This design comes from an exercise in tuning for small area, a short achievable clock period and few clock cycles on the open sky130 flow, not from production work. Only simulation tests tie the RTL to the original design; equivalence was not proved. Power and IR drop assume default switching activity.

### config.mk
export PLATFORM = sky130hd
export DESIGN_NAME = rc4_stream_cipher_unit
export DESIGN_NICKNAME = rc4_stream_cipher_unit
export VERILOG_FILES = /design/flow/design.v
export SDC_FILE = /design/flow/constraint.sdc
export NUM_CORES = 4
export LEC_CHECK = 0
export CAP_MARGIN = 20
export CORE_MARGIN = 2
export CORE_UTILIZATION = 45
export SLEW_MARGIN = 20
### constraint.sdc
create_clock -name core_clock -period 7.0 [get_ports {clk_i}]
set_input_delay 1.4000 -clock core_clock [delete_from_list [all_inputs] [get_ports {clk_i}]]
set_output_delay 1.4000 -clock core_clock [all_outputs]
set_load 0.01 [all_outputs]
### design.v
package rc4_pkg;
  localparam int unsigned PERM_SIZE     = 256;
  localparam int unsigned IDX_W         = $clog2(PERM_SIZE);
  localparam int unsigned MAX_KEY_BYTES = 16;
  localparam int unsigned KEY_W         = MAX_KEY_BYTES * 8;
  localparam int unsigned KSEL_W        = $clog2(MAX_KEY_BYTES);
  localparam int unsigned KLEN_W        = 5;
  localparam int unsigned CFG_IDX_W     = 3;
  localparam int unsigned CFG_DATA_W    = 64;
  typedef logic [IDX_W-1:0]  idx_t;
  typedef logic [7:0]        byte_t;
  typedef logic [KSEL_W-1:0] ksel_t;
  typedef enum logic [CFG_IDX_W-1:0] {
    REG_KEY_LOW    = 3'd0,
    REG_KEY_HIGH   = 3'd1,
    REG_KEY_LENGTH = 3'd2,
    REG_USE_RC4    = 3'd3,
    REG_XOR_BYTE   = 3'd4
  } cfg_reg_e;
  typedef enum logic [3:0] {
    ST_IDLE,
    ST_XOR,
    ST_INIT,
    ST_KSA_RD,
    ST_KSA_B,
    ST_KSA_WA,
    ST_KSA_WB,
    ST_COPY,
    ST_COPY_LAST,
    ST_KS1,
    ST_KS2,
    ST_KS3,
    ST_KS4,
    ST_HOLD
  } ctrl_state_e;
  typedef enum logic [2:0] {
    SOP_NONE,
    SOP_INIT,
    SOP_STEP_B,
    SOP_WRITE_A,
    SOP_WRITE_B
  } sop_e;
  typedef enum logic [1:0] {
    WOP_NONE,
    WOP_READ_J,
    WOP_SWAP_I,
    WOP_SWAP_J
  } wop_e;
  typedef enum logic [1:0] {
    OUT_NONE,
    OUT_XOR,
    OUT_KS,
    OUT_HELD
  } out_sel_e;
  typedef struct packed {
    logic     start;
    logic     a_inc;
    sop_e     sop;
    logic     copy_wr;
    wop_e     wop;
    logic     stream_clr;
    out_sel_e out_sel;
  } rc4_cmd_t;
  typedef struct packed {
    logic a_first;
    logic a_last;
  } rc4_status_t;
  function automatic ksel_t key_len_m1(input logic [KLEN_W-1:0] len);
    ksel_t res;
    if (len == '0) begin
      res = '0;
    end else if (len > KLEN_W'(MAX_KEY_BYTES)) begin
      res = ksel_t'(MAX_KEY_BYTES - 1);
    end else begin
      res = ksel_t'(len - KLEN_W'(1));
    end
    key_len_m1 = res;
  endfunction
endpackage
module rc4_ctrl (
  input  logic                clk_i,
  input  logic                rst_ni,
  input  logic                in_valid_i,
  input  logic                first_i,
  input  logic                use_rc4_i,
  input  logic                cfg_wr_i,
  input  logic                out_stall_i,
  input  rc4_pkg::rc4_status_t status_i,
  output logic                in_stall_o,
  output logic                out_valid_o,
  output rc4_pkg::rc4_cmd_t   cmd_o
);
  rc4_pkg::ctrl_state_e state_q, state_d;
  logic        sched_done_q, sched_done_d;
  logic        first_q, first_d;
  logic        out_valid_q, out_valid_d;
  logic        accept;
  logic        out_free;
  assign accept   = in_valid_i && (state_q == rc4_pkg::ST_IDLE);
  assign out_free = !out_valid_q || !out_stall_i;
  always_ff @(posedge clk_i or negedge rst_ni) begin
    if (!rst_ni) begin
      state_q      <= rc4_pkg::ST_IDLE;
      sched_done_q <= 1'b0;
      first_q      <= 1'b0;
      out_valid_q  <= 1'b0;
    end else begin
      state_q      <= state_d;
      sched_done_q <= sched_done_d;
      first_q      <= first_d;
      out_valid_q  <= out_valid_d;
    end
  end
  always_comb begin
    state_d      = state_q;
    sched_done_d = sched_done_q;
    first_d      = first_q;
    cmd_o        = '0;
    unique case (state_q)
      rc4_pkg::ST_IDLE: begin
        if (accept) begin
          cmd_o.start = 1'b1;
          first_d     = first_i;
          if (!use_rc4_i) begin
            state_d = rc4_pkg::ST_XOR;
          end else if (!sched_done_q) begin
            state_d = rc4_pkg::ST_INIT;
          end else if (first_i) begin
            state_d = rc4_pkg::ST_COPY;
          end else begin
            state_d = rc4_pkg::ST_KS2;
          end
        end
      end
      rc4_pkg::ST_XOR: begin
        if (out_free) begin
          cmd_o.out_sel = rc4_pkg::OUT_XOR;
          state_d       = rc4_pkg::ST_IDLE;
        end
      end
      rc4_pkg::ST_INIT: begin
        cmd_o.sop   = rc4_pkg::SOP_INIT;
        cmd_o.a_inc = 1'b1;
        if (status_i.a_last) begin
          state_d = rc4_pkg::ST_KSA_RD;
        end
      end
      rc4_pkg::ST_KSA_RD: begin
        state_d = rc4_pkg::ST_KSA_B;
      end
      rc4_pkg::ST_KSA_B: begin
        cmd_o.sop = rc4_pkg::SOP_STEP_B;
        state_d   = rc4_pkg::ST_KSA_WA;
      end
      rc4_pkg::ST_KSA_WA: begin
        cmd_o.sop = rc4_pkg::SOP_WRITE_A;
        state_d   = rc4_pkg::ST_KSA_WB;
      end
      rc4_pkg::ST_KSA_WB: begin
        cmd_o.sop   = rc4_pkg::SOP_WRITE_B;
        cmd_o.a_inc = 1'b1;
        if (status_i.a_last) begin
          sched_done_d = 1'b1;
          state_d      = first_q ? rc4_pkg::ST_COPY : rc4_pkg::ST_KS1;
        end else begin
          state_d = rc4_pkg::ST_KSA_RD;
        end
      end
      rc4_pkg::ST_COPY: begin
        cmd_o.a_inc   = 1'b1;
        cmd_o.copy_wr = !status_i.a_first;
        if (status_i.a_last) begin
          state_d = rc4_pkg::ST_COPY_LAST;
        end
      end
      rc4_pkg::ST_COPY_LAST: begin
        cmd_o.copy_wr    = 1'b1;
        cmd_o.stream_clr = 1'b1;
        state_d          = rc4_pkg::ST_KS1;
      end
      rc4_pkg::ST_KS1: begin
        state_d = rc4_pkg::ST_KS2;
      end
      rc4_pkg::ST_KS2: begin
        cmd_o.wop = rc4_pkg::WOP_READ_J;
        state_d   = rc4_pkg::ST_KS3;
      end
      rc4_pkg::ST_KS3: begin
        cmd_o.wop = rc4_pkg::WOP_SWAP_I;
        state_d   = rc4_pkg::ST_KS4;
      end
      rc4_pkg::ST_KS4: begin
        cmd_o.wop = rc4_pkg::WOP_SWAP_J;
        if (out_free) begin
          cmd_o.out_sel = rc4_pkg::OUT_KS;
          state_d       = rc4_pkg::ST_IDLE;
        end else begin
          state_d = rc4_pkg::ST_HOLD;
        end
      end
      rc4_pkg::ST_HOLD: begin
        if (out_free) begin
          cmd_o.out_sel = rc4_pkg::OUT_HELD;
          state_d       = rc4_pkg::ST_IDLE;
        end
      end
      default: begin
        state_d = rc4_pkg::ST_IDLE;
      end
    endcase
    if (cfg_wr_i) begin
      sched_done_d = 1'b0;
    end
  end
  always_comb begin
    if (cmd_o.out_sel != rc4_pkg::OUT_NONE) begin
      out_valid_d = 1'b1;
    end else begin
      out_valid_d = out_valid_q && out_stall_i;
    end
  end
  assign in_stall_o  = (state_q != rc4_pkg::ST_IDLE);
  assign out_valid_o = out_valid_q;
endmodule
module rc4_datapath (
  input  logic                          clk_i,
  input  logic                          rst_ni,
  input  rc4_pkg::rc4_cmd_t             cmd_i,
  input  logic [7:0]                    data_in_i,
  input  logic [rc4_pkg::KEY_W-1:0]     key_i,
  input  logic [rc4_pkg::KLEN_W-1:0]    key_length_i,
  input  logic [7:0]                    xor_byte_i,
  output rc4_pkg::rc4_status_t          status_o,
  output logic [7:0]                    data_out_o
);
  rc4_pkg::byte_t sched_mem [rc4_pkg::PERM_SIZE];
  rc4_pkg::byte_t work_mem  [rc4_pkg::PERM_SIZE];
  rc4_pkg::idx_t  a_q, b_q, si_q, sj_q;
  rc4_pkg::ksel_t k_q, len_m1_q;
  rc4_pkg::byte_t sa_q, wi_q, wj_q, res_q, data_q, out_q;
  rc4_pkg::byte_t sched_rd_q, work_rd_q;
  rc4_pkg::idx_t  b_new, sj_new, ks_sum;
  rc4_pkg::byte_t key_byte, ks_byte, ks_res;
  logic  sched_we, work_we;
  rc4_pkg::idx_t  sched_wa, sched_ra, work_wa, work_ra;
  rc4_pkg::byte_t sched_wd, work_wd;
  assign key_byte = key_i[{k_q, 3'b000} +: 8];
  assign b_new    = rc4_pkg::idx_t'(b_q + sched_rd_q + key_byte);
  assign sj_new   = rc4_pkg::idx_t'(sj_q + work_rd_q);
  assign ks_sum   = rc4_pkg::idx_t'(wi_q + wj_q);
  always_comb begin
    if (ks_sum == si_q) begin
      ks_byte = wj_q;
    end else if (ks_sum == sj_q) begin
      ks_byte = wi_q;
    end else begin
      ks_byte = work_rd_q;
    end
  end
  assign ks_res = data_q ^ ks_byte;
  always_comb begin
    sched_we = 1'b0;
    sched_wa = a_q;
    sched_wd = a_q;
    case (cmd_i.sop)
      rc4_pkg::SOP_INIT: begin
        sched_we = 1'b1;
      end
      rc4_pkg::SOP_WRITE_A: begin
        sched_we = 1'b1;
        sched_wd = sched_rd_q;
      end
      rc4_pkg::SOP_WRITE_B: begin
        sched_we = 1'b1;
        sched_wa = b_q;
        sched_wd = sa_q;
      end
      default: begin
        sched_we = 1'b0;
      end
    endcase
    sched_ra = (cmd_i.sop == rc4_pkg::SOP_STEP_B) ? b_new : a_q;
  end
  always_comb begin
    work_we = 1'b0;
    work_wa = rc4_pkg::idx_t'(a_q - rc4_pkg::idx_t'(1));
    work_wd = sched_rd_q;
    work_ra = rc4_pkg::idx_t'(si_q + rc4_pkg::idx_t'(1));
    if (cmd_i.copy_wr) begin
      work_we = 1'b1;
    end
    case (cmd_i.wop)
      rc4_pkg::WOP_READ_J: begin
        work_ra = sj_new;
      end
      rc4_pkg::WOP_SWAP_I: begin
        work_we = 1'b1;
        work_wa = si_q;
        work_wd = work_rd_q;
        work_ra = rc4_pkg::idx_t'(wi_q + work_rd_q);
      end
      rc4_pkg::WOP_SWAP_J: begin
        work_we = 1'b1;
        work_wa = sj_q;
        work_wd = wi_q;
      end
      default: begin
      end
    endcase
  end
  always_ff @(posedge clk_i) begin
    if (sched_we) begin
      sched_mem[sched_wa] <= sched_wd;
    end
    sched_rd_q <= sched_mem[sched_ra];
  end
  always_ff @(posedge clk_i) begin
    if (work_we) begin
      work_mem[work_wa] <= work_wd;
    end
    work_rd_q <= work_mem[work_ra];
  end
  always_ff @(posedge clk_i or negedge rst_ni) begin
    if (!rst_ni) begin
      a_q  <= '0;
      b_q  <= '0;
      k_q  <= '0;
      si_q <= '0;
      sj_q <= '0;
    end else begin
      if (cmd_i.start) begin
        a_q <= '0;
        b_q <= '0;
        k_q <= '0;
      end else begin
        if (cmd_i.a_inc) begin
          a_q <= rc4_pkg::idx_t'(a_q + rc4_pkg::idx_t'(1));
        end
        if (cmd_i.sop == rc4_pkg::SOP_STEP_B) begin
          b_q <= b_new;
        end
        if (cmd_i.sop == rc4_pkg::SOP_WRITE_B) begin
          k_q <= (k_q == len_m1_q) ? '0 : rc4_pkg::ksel_t'(k_q + rc4_pkg::ksel_t'(1));
        end
      end
      if (cmd_i.stream_clr) begin
        si_q <= '0;
        sj_q <= '0;
      end else if (cmd_i.wop == rc4_pkg::WOP_READ_J) begin
        si_q <= rc4_pkg::idx_t'(si_q + rc4_pkg::idx_t'(1));
        sj_q <= sj_new;
      end
    end
  end
  always_ff @(posedge clk_i) begin
    if (cmd_i.start) begin
      len_m1_q <= rc4_pkg::key_len_m1(key_length_i);
      data_q   <= data_in_i;
    end
    if (cmd_i.sop == rc4_pkg::SOP_STEP_B) begin
      sa_q <= sched_rd_q;
    end
    if (cmd_i.wop == rc4_pkg::WOP_READ_J) begin
      wi_q <= work_rd_q;
    end
    if (cmd_i.wop == rc4_pkg::WOP_SWAP_I) begin
      wj_q <= work_rd_q;
    end
    if (cmd_i.wop == rc4_pkg::WOP_SWAP_J) begin
      res_q <= ks_res;
    end
    case (cmd_i.out_sel)
      rc4_pkg::OUT_XOR:  out_q <= data_q ^ xor_byte_i;
      rc4_pkg::OUT_KS:   out_q <= ks_res;
      rc4_pkg::OUT_HELD: out_q <= res_q;
      default:  out_q <= out_q;
    endcase
  end
  assign status_o.a_first = (a_q == '0);
  assign status_o.a_last  = (a_q == rc4_pkg::idx_t'(rc4_pkg::PERM_SIZE - 1));
  assign data_out_o       = out_q;
endmodule
module rc4_stream_cipher_unit (
  input  logic                           clk_i,
  input  logic                           rst_ni,
  input  logic                           in_valid_i,
  output logic                           in_stall_o,
  input  logic [7:0]                     data_in_i,
  input  logic                           first_of_message_i,
  output logic                           out_valid_o,
  input  logic                           out_stall_i,
  output logic [7:0]                     data_out_o,
  input  logic                           cfg_valid_i,
  output logic                           cfg_ready_o,
  input  logic [rc4_pkg::CFG_IDX_W-1:0]  cfg_index_i,
  input  logic [rc4_pkg::CFG_DATA_W-1:0] cfg_data_i
);
  logic [rc4_pkg::CFG_DATA_W-1:0] key_low_q, key_high_q;
  logic [rc4_pkg::KLEN_W-1:0]     key_length_q;
  logic                  use_rc4_q;
  rc4_pkg::byte_t                 xor_byte_q;
  logic                  cfg_hit;
  rc4_pkg::rc4_cmd_t    cmd;
  rc4_pkg::rc4_status_t status;
  assign cfg_ready_o = 1'b1;
  always_comb begin
    unique case (cfg_index_i)
      rc4_pkg::REG_KEY_LOW, rc4_pkg::REG_KEY_HIGH, rc4_pkg::REG_KEY_LENGTH,
      rc4_pkg::REG_USE_RC4, rc4_pkg::REG_XOR_BYTE: cfg_hit = cfg_valid_i;
      default:                   cfg_hit = 1'b0;
    endcase
  end
  always_ff @(posedge clk_i or negedge rst_ni) begin
    if (!rst_ni) begin
      key_low_q    <= '0;
      key_high_q   <= '0;
      key_length_q <= rc4_pkg::KLEN_W'(rc4_pkg::MAX_KEY_BYTES);
      use_rc4_q    <= 1'b1;
      xor_byte_q   <= '0;
    end else if (cfg_valid_i) begin
      unique case (cfg_index_i)
        rc4_pkg::REG_KEY_LOW:    key_low_q    <= cfg_data_i;
        rc4_pkg::REG_KEY_HIGH:   key_high_q   <= cfg_data_i;
        rc4_pkg::REG_KEY_LENGTH: key_length_q <= cfg_data_i[rc4_pkg::KLEN_W-1:0];
        rc4_pkg::REG_USE_RC4:    use_rc4_q    <= cfg_data_i[0];
        rc4_pkg::REG_XOR_BYTE:   xor_byte_q   <= cfg_data_i[7:0];
        default:        key_low_q    <= key_low_q;
      endcase
    end
  end
  rc4_ctrl u_ctrl (
    .clk_i       (clk_i),
    .rst_ni      (rst_ni),
    .in_valid_i  (in_valid_i),
    .first_i     (first_of_message_i),
    .use_rc4_i   (use_rc4_q),
    .cfg_wr_i    (cfg_hit),
    .out_stall_i (out_stall_i),
    .status_i    (status),
    .in_stall_o  (in_stall_o),
    .out_valid_o (out_valid_o),
    .cmd_o       (cmd)
  );
  rc4_datapath u_datapath (
    .clk_i        (clk_i),
    .rst_ni       (rst_ni),
    .cmd_i        (cmd),
    .data_in_i    (data_in_i),
    .key_i        ({key_high_q, key_low_q}),
    .key_length_i (key_length_q),
    .xor_byte_i   (xor_byte_q),
    .status_o     (status),
    .data_out_o   (data_out_o)
  );
endmodule
### run.sh
#!/bin/bash
# synth_recipe.tcl (not shown) runs the flow's synth.tcl, then flattens the netlist and writes it again
# the make line also repeats each setting of config.mk as NAME=value (left out here)
make -C /OpenROAD-flow-scripts/flow DESIGN_CONFIG=/design/flow/config.mk WORK_HOME=/design/flow/orfs CLKGATE_MAP_FILE= SYNTH_SCRIPT=/design/flow/synth_recipe.tcl finish
==> run notes <==
==> how the worst max path moves through the flow <==
stage	start	end	slack, ns	cells after the start
3_5_place_dp	u_datapath.k_q[0]	u_datapath.sched_rd_q[6]	0.54	16
6_report	u_datapath.k_q[2]	u_datapath.sched_rd_q[6]	0.61	18
2_1_floorplan	u_ctrl.state_q[2]	u_datapath.work_mem[0][0]	-0.57	14
5_1_grt	u_datapath.k_q[2]	u_datapath.sched_rd_q[2]	0.38	19
3_3_place_gp	u_datapath.k_q[0]	u_datapath.sched_rd_q[6]	0.47	17
4_1_cts	u_datapath.k_q[0]	u_datapath.sched_rd_q[6]	0.58	17
==> cells in the mapped netlist (36+ instances only) <==
library cell,count,area (um2)
edfxtp_1,4148,125000
nand2_1,1488,5590
mux4_2,687,15500
nor2_1,630,2360
nand3_1,494,2470
clkbuf_1,368,1380
mux2i_1,216,2160
o21ai_0,195,976
dfrtp_1,183,4580
a21oi_1,176,881
a211oi_1,173,1300
mux2_2,172,1940
buf_2,168,841
and3_1,166,1040
a31oi_1,129,807
a221oi_1,123,1080
a22oi_1,99,743
buf_1,89,334
o22ai_1,62,388
a311oi_1,55,482
buf_4,47,353
a221o_1,38,380
xnor2_1,38,333
nand3b_1,37,278
ha_1,36,450
nor3_1,36,180
nor4_1,36,225
==> flip-flops by register name, summed over array words and instances, names as in the netlist, 64 cells and up <==
| name | cells |
|---|---|
| u_datapath.work_mem | 2048 |
| key_low_q | 64 |
| u_datapath.sched_mem | 2048 |
| key_high_q | 64 |
==> cells by family (layout without fill, tap and decap cells) <==
family,count (synthesis),in the layout
other cells,1,11
mux,1078,1078
flops,4349,4349
buf+inv,723,1236
simple gates,3006,3006
xor+xnor,74,74
fa+ha+maj,48,48
compound gates,1253,1253
==> metal layers <==
metal | vias up | global-route usage (%) | wire length [um]
met5 | - | 0 | 13
met4 | 2 | 7.65 | 17100
met3 | 856 | 4.62 | 41800
met2 | 4678 | 37.7 | 225000
met1 | 51714 | 33.7 | 198000
li1 | 41806 | - | -
==> power groups by stage <==
stage	Clock [mW]	Combinational [mW]	Sequential (mW)
final	23.3	3.72	30.9
after global routing	24.6	3.97	30.9
after CTS	23.6	3.74	30.8
after detailed placement	0	3.73	31.4
after global placement	0	3.58	31.4
after floorplan	0	1.71	31.6
==> worst max-delay path, cell delays in order (launching register included) <==
cell and delay (ns):
dfrtp_1 0.61, nor2b_1 0.40, buf_4 0.24, a221oi_1 0.12, o21a_1 0.21, a221oi_1 0.51
fa_1 0.54, inv_1 0.12, ha_1 0.19, fa_1 0.45, mux2_8 0.49, buf_12 0.27
buf_4 0.27, mux4_2 0.30, nand2_1 0.09, a311oi_1 0.11, a311oi_1 0.43, nor3_1 0.24
or4_1 0.53
==> per-stage QoR <==
stage	TNS, ns	cell area [um2]	std cells	setup slack, ns	total power, mW
2_1_floorplan	-1020.79	176000	10532	-0.570	33.3
4_1_cts	0	198000	16239	0.583	58.1
3_5_place_dp	0	183000	15418	0.539	35.1
3_3_place_gp	0	183000	15418	0.468	34.9
6_report	0	198000	16252	0.606	57.9
5_1_grt	0	198000	16247	0.379	59.4
==> final cells by class <==
class                   instances  area share, %
inverters                      24         0.0468
clock buffers                 533           5.78
diodes                         10         0.0127
multi-input cells            5460           21.9
repair buffers                391           2.09
well taps                    5197           3.29
flip-flops and latches       4349           65.5
clock inverters               288           1.44
==> cells in the final DEF, fill, tap and decap left out, types with 36 or more instances in the layout <==
cell type and count:
mux2i_1 215, a221oi_1 123, edfxtp_1 4148, mux2_2 170
nor2_1 625, a21oi_1 174, a211oi_1 172, a311oi_1 55
mux4_2 687, buf_4 224, clkbuf_16 440, clkdlybuf4s50_1 89
nand3_1 493, clkinv_2 81, clkinv_1 115, o22ai_1 61
dfrtp_1 182, nor3_1 36, buf_12 75, clkbuf_1 86
and3_1 166, bufinv_16 42, a22oi_1 99, nand3b_1 37
nand2_1 1466, xnor2_1 37, o21ai_0 185, a31oi_1 128
==> flow_summary_export.csv <==
group,metric,value,unit
critical_path,r2r_slack,0.61,ns
sta,slew_headroom,16.2,%
run,maxCapViolCount,0,
pwr,leakage,63.7,nW
outcome,status,"complete, no violations",
global_routing,grt_pass1_wl,699000,um
yosys,yosys.area_share.simple,7.40,%
yosys,synth_adder_area_share,0.388,%
final_layout,drive_gt1_share,17.1,%
final_layout,multi_input_area,0.0433,mm2
yosys,synth.avg_cell_area,16.7,um2
clocking,cts_setup_buffers,0,
sta,finalHoldViolations,0,
drt,ant_nets,0,
yosys,synth_edf_count,4148,
critical_path,reg2reg_to,"u_datapath.sched_rd_q[6]",
hold_path,whs_path_depth,1,
hold_path,timing.hold.worst.start,"key_high_q[19]",
drt,dr.pass1.iters,26,
pwr,swShare,23.0,%
final_layout,fin_util,50.9,%
sta,skew,0.104,ns
die,die_h,629,um
yosys,ys_ff_latch,4349,
critical_path,reg2reg_from,"u_datapath.k_q[2]",
die,core,0.389,mm2
pwr,comb_power_share,6.4,%
clocking,numClockSinks,4349,
drt,drc,0,
sta,fin_hold_ws,0.501,ns
yosys,syn-num-nets,10660,
global_routing,antenna_found_initial,15,
critical_path,cp-end-kind,"register",
drt,post_drt_via_cell_ratio,6.10,
global_routing,grt_pass1_vias,98489,
yosys,synth_top_family_by_area,"multiplexers",
global_routing,grt_use_total,23.9,%
pwr,p_sw,13.3,mW
die,dieArea,0.395,mm2
die,die_x,629,um
placement,port_buffers,90,
critical_path,crit_fanout,45,
sta,rsz0062_at_grt,"false",
drt,routed_wl,481000,um
yosys,ys_types,97,
yosys,syn_inst,10532,
critical_path,arrival,7.29,ns
clocking,cts_hold_buf,0,
final_layout,seqCellArea,0.130,mm2
placement,gp_congestion,0.894,
global_routing,overflow,0,
yosys,yosysSeqAreaShare,73.8,%
critical_path,r2r_cells,18,
die,ioPinCount,92,
yosys,synth_compound_area_share,4.99,%
die,rows,229,
global_routing,grt_max_degree,257,
drt,post_drt_wl_per_cell,29.6,um
clocking,clock_latency,1.03,ns
yosys,synthMuxAreaShare,11.2,%
sta,drv_slew,0,
hold_path,whs_endpoint,"key_high_q[19]",
clocking,ctsResizeCount,0,
critical_path,timing_worst_setup_path_type,"reg -> reg",
hold_path,hold_path_class,"reg -> reg",
yosys,synth_xor_xnor_area_share,0.377,%
placement,hpwl,291000,um
critical_path,critPathRequiredTime,7.90,ns
clocking,clk_path_buf_depth,4,
yosys,syn_area,0.176,mm2
yosys,async_reset_ff_share,4.25,%
drt,drt_iter0_markers,12346,
sta,setup_viol,0,
pwr,p_clk_share,40.3,%
die,initial_core_util,45.2,%
yosys,yosys_warnings,3,
pwr,ir_worst_vdd,0.472,mV
clocking,h-tree-depth,5,
clocking,cts_tree,"built",
yosys,synth-main-ff-cell,"edfxtp_1",
sta,layout_min_cycle_time,6.39,ns
final_layout,area_growth,12.7,%
sta,fin_crit_sh,91.3,%
critical_path,start_kind,"register",
pwr,internal_power,44.6,mW
clocking,clkTransAtPathRegs,0.06,ns
final_layout,layout.nets,10792,
clocking,cts-root-buf,"clkbuf_16",
sta,tightestPinTransition,1.26,ns
final_layout,fillerInstances,31334,
drt,dr_total_vias,99056,
pwr,p_per_area,293,mW/mm2
clocking,cts_inserted_buffers,438,
pwr,pwr-share-seq,53.3,%
sta,fmax,0.156,GHz
Testbench counts, summed over its fixed seeds: cycles 93,160.

## re-timing with driven ports
The flow's constraints put no driver on any port. The routed layout listed below was extracted and timed again, unchanged, in two steps. Step 1 (the two cells are an assumption about what drives the block):
set clk [get_ports {clk_i}]
set_driving_cell -lib_cell sky130_fd_sc_hd__clkbuf_16 $clk
set_driving_cell -lib_cell sky130_fd_sc_hd__buf_2 [delete_from_list [all_inputs] $clk]
Step 2 times the ports against the registers' clock, not the clock port: input delays grow and output delays shrink by t, the midpoint of the rising clock arrivals with the driver on. Slacks: no drivers / after step 1 / after step 2; pairs: no drivers / after step 1.
t (ns): 1.085
setup WS [ns]: 0.606 / 0.606 / 0.606
hold slack, ns: 0.501 / 0.472 / 0.501
worst setup path at the end: register to register
After both steps setup and hold are still met in this run. For this run, drivers alone change the setup slack by 0.000 ns; drivers and shift together by 0.000 ns.
